What follows belongs to an exercise in optimizing a design on an open flow for small area; a production flow would make more cautious choices.
Function was checked by simulation only, so behaviour that the tests miss may differ from the original.
Power figures rest on the tool's default switching activity, not on a simulated workload.

v1:
==> flow/design.v (excerpt) <==
module rs_branch (
  input  logic        clk,
  input  logic        reset,
  input  logic        prmiss,
  input  logic        prsuccess,
  input  logic [4:0]  prtag,
  input  logic [4:0]  specfixtag,
  output logic [3:0]  busyvec,
  output logic [3:0]  prbusyvec_next,
  input  logic        clear_busy,
  input  logic [1:0]  issue_addr,
  output logic [3:0]  ready,
  output logic [31:0] ex_src1,
  output logic [31:0] ex_src2,
  output logic [86:0] payload,
  output logic        specbit,
  input  logic        we1,
  input  logic [1:0]  waddr1,
  input  logic [86:0] wpayload_1,
  input  logic [31:0] wsrc1_1,
  input  logic [31:0] wsrc2_1,
  input  logic        wvalid1_1,
  input  logic        wvalid2_1,
  input  logic        wspecbit_1,
  input  logic        we2,
  input  logic [1:0]  waddr2,
  input  logic [86:0] wpayload_2,
  input  logic [31:0] wsrc1_2,
  input  logic [31:0] wsrc2_2,
  input  logic        wvalid1_2,
  input  logic        wvalid2_2,
  input  logic        wspecbit_2,
  input  logic [63:0] exrslt,
  input  logic [11:0] exdst,
  input  logic [1:0]  kill_spec
);
  logic [86:0] pl   [4];
  logic [31:0] src1 [4];
  logic [31:0] src2 [4];
  logic [3:0]  valid1, valid2, busy, spec;
  logic [31:0] rslt0, rslt1;
  logic [5:0]  dst0, dst1;
  assign rslt0 = exrslt[31:0];
  assign rslt1 = exrslt[63:32];
  assign dst0  = exdst[5:0];
  assign dst1  = exdst[11:6];
  logic [3:0] isel;       
  logic [3:0] wr1, wr2;   
  logic [3:0] take1;      
  logic [3:0] ld1, ld2;   
  logic [3:0] w0_1, w1_1, w0_2, w1_2;   
  logic [3:0] k0_1, k1_1, h_1, k0_2, k1_2, h_2;   
  logic [3:0] g_1, g_2;   
  logic [3:0] survive, hit;
  for (genvar i = 0; i < 4; i++) begin : g_ctl
    assign isel[i]  = issue_addr == i;
    assign wr1[i]   = we1 && waddr1 == i;
    assign wr2[i]   = we2 && waddr2 == i;
    assign take1[i] = wr1[i];
    assign ld1[i]   = !busy[i] && take1[i];
    assign ld2[i]   = !busy[i] && !take1[i];
    assign w0_1[i] = !valid1[i] && !kill_spec[0] && src1[i][5:0] == dst0;
    assign w1_1[i] = !valid1[i] && !kill_spec[1] && src1[i][5:0] == dst1 && !w0_1[i];
  ...
export LEC_CHECK = 0
export CAP_MARGIN = 20
export CELL_PAD_IN_SITES_DETAIL_PLACEMENT = 1
export CELL_PAD_IN_SITES_GLOBAL_PLACEMENT = 1
export CORE_MARGIN = 2
export CORE_UTILIZATION = 30
export PLACE_DENSITY = 0.4
export SLEW_MARGIN = 20
export SYNTH_HIERARCHICAL = 1
create_clock -name core_clock -period 7.0 [get_ports {clk}]
standard.sh (not shown) runs the stock make flow with config.mk's settings and CLKGATE_MAP_FILE= SYNTH_SCRIPT=/design/flow/synth_recipe.tcl, a recipe that flattens the netlist after the stock synthesis.
==> flow/flow/run.sh <==
#!/bin/bash
# The standard ORFS layout (standard.sh, unchanged synthesis), with two
# layout options changed:
#  - port buffers are plain buf_1 cells instead of the delay buffers that
#    buffer_ports picks by default;
#  - the clock tree uses small clkbuf_4 cells on small sink clusters and no
#    dummy loads.
# make's full output goes to standard.log; ORFS keeps each step's log under
# orfs/logs/.
set -euo pipefail
bash standard.sh \
  BUFFER_PORTS_ARGS="-buffer_cell sky130_fd_sc_hd__buf_1" \
  CTS_ARGS="-sink_clustering_enable -repair_clock_nets -dont_use_dummy_load -buf_list sky130_fd_sc_hd__clkbuf_4 -sink_clustering_size 8 -sink_clustering_max_diameter 40" \
  finish > standard.log 2>&1
Here is what was changed in the inputs of v7 compared with v1.
Settings: PLACE_DENSITY changed from 0.4 to 0.35; CELL_PAD_IN_SITES_GLOBAL_PLACEMENT changed from 1 to 2.
==> comparison <==
Looking at per-cell routed wire length across v7 and v1, the one that comes out higher is v1.
v7 vs v1: count of plain and timing-repair buffers up slightly
Core utilization across v7 and v1: no real change.
Taking v1 as the reference, in v7 final critical path time including I/O delays and setup shows an increase of 0.082 ns; latest clock arrival within the worst-skew pair rose 0.02 ns; length of routed wiring on met1 +about 2%; register share of total power barely changed.

[what the ideal ports hide]
Ports are ideal in the flow. The routed layouts listed here were re-timed in OpenROAD.
Step 1: set_driving_cell puts a clkbuf_16 on clk and a buf_2 on each other input, an assumption about the parent block.
Step 2 adds t to the input delays and takes it off the output delays; t is the mean of the earliest and latest rising clock arrival at the registers after step 1. Input paths then give back, and output paths get back, about the clock's delay inside the block.
Three values: ideal, step 1, step 2; two values: the first two.
| run | shift t [ns] | setup WS [ns] | worst setup path after step 2 | worst slew at a driven data input, ns | pins driven straight from the clock port |
|---|---|---|---|---|---|
| v1 | 1.083 | 0.968 / 0.938 / 0.938 | input to output | 0.17 | 1 |
| v7 | 1.090 | 0.886 / 0.857 / 0.857 | input to output | 0.17 | 1 |
After both steps every run listed still meets setup and hold. The setup slack of v1, which loses most, moves by -0.030 ns with the drivers and by -0.030 ns with both steps.
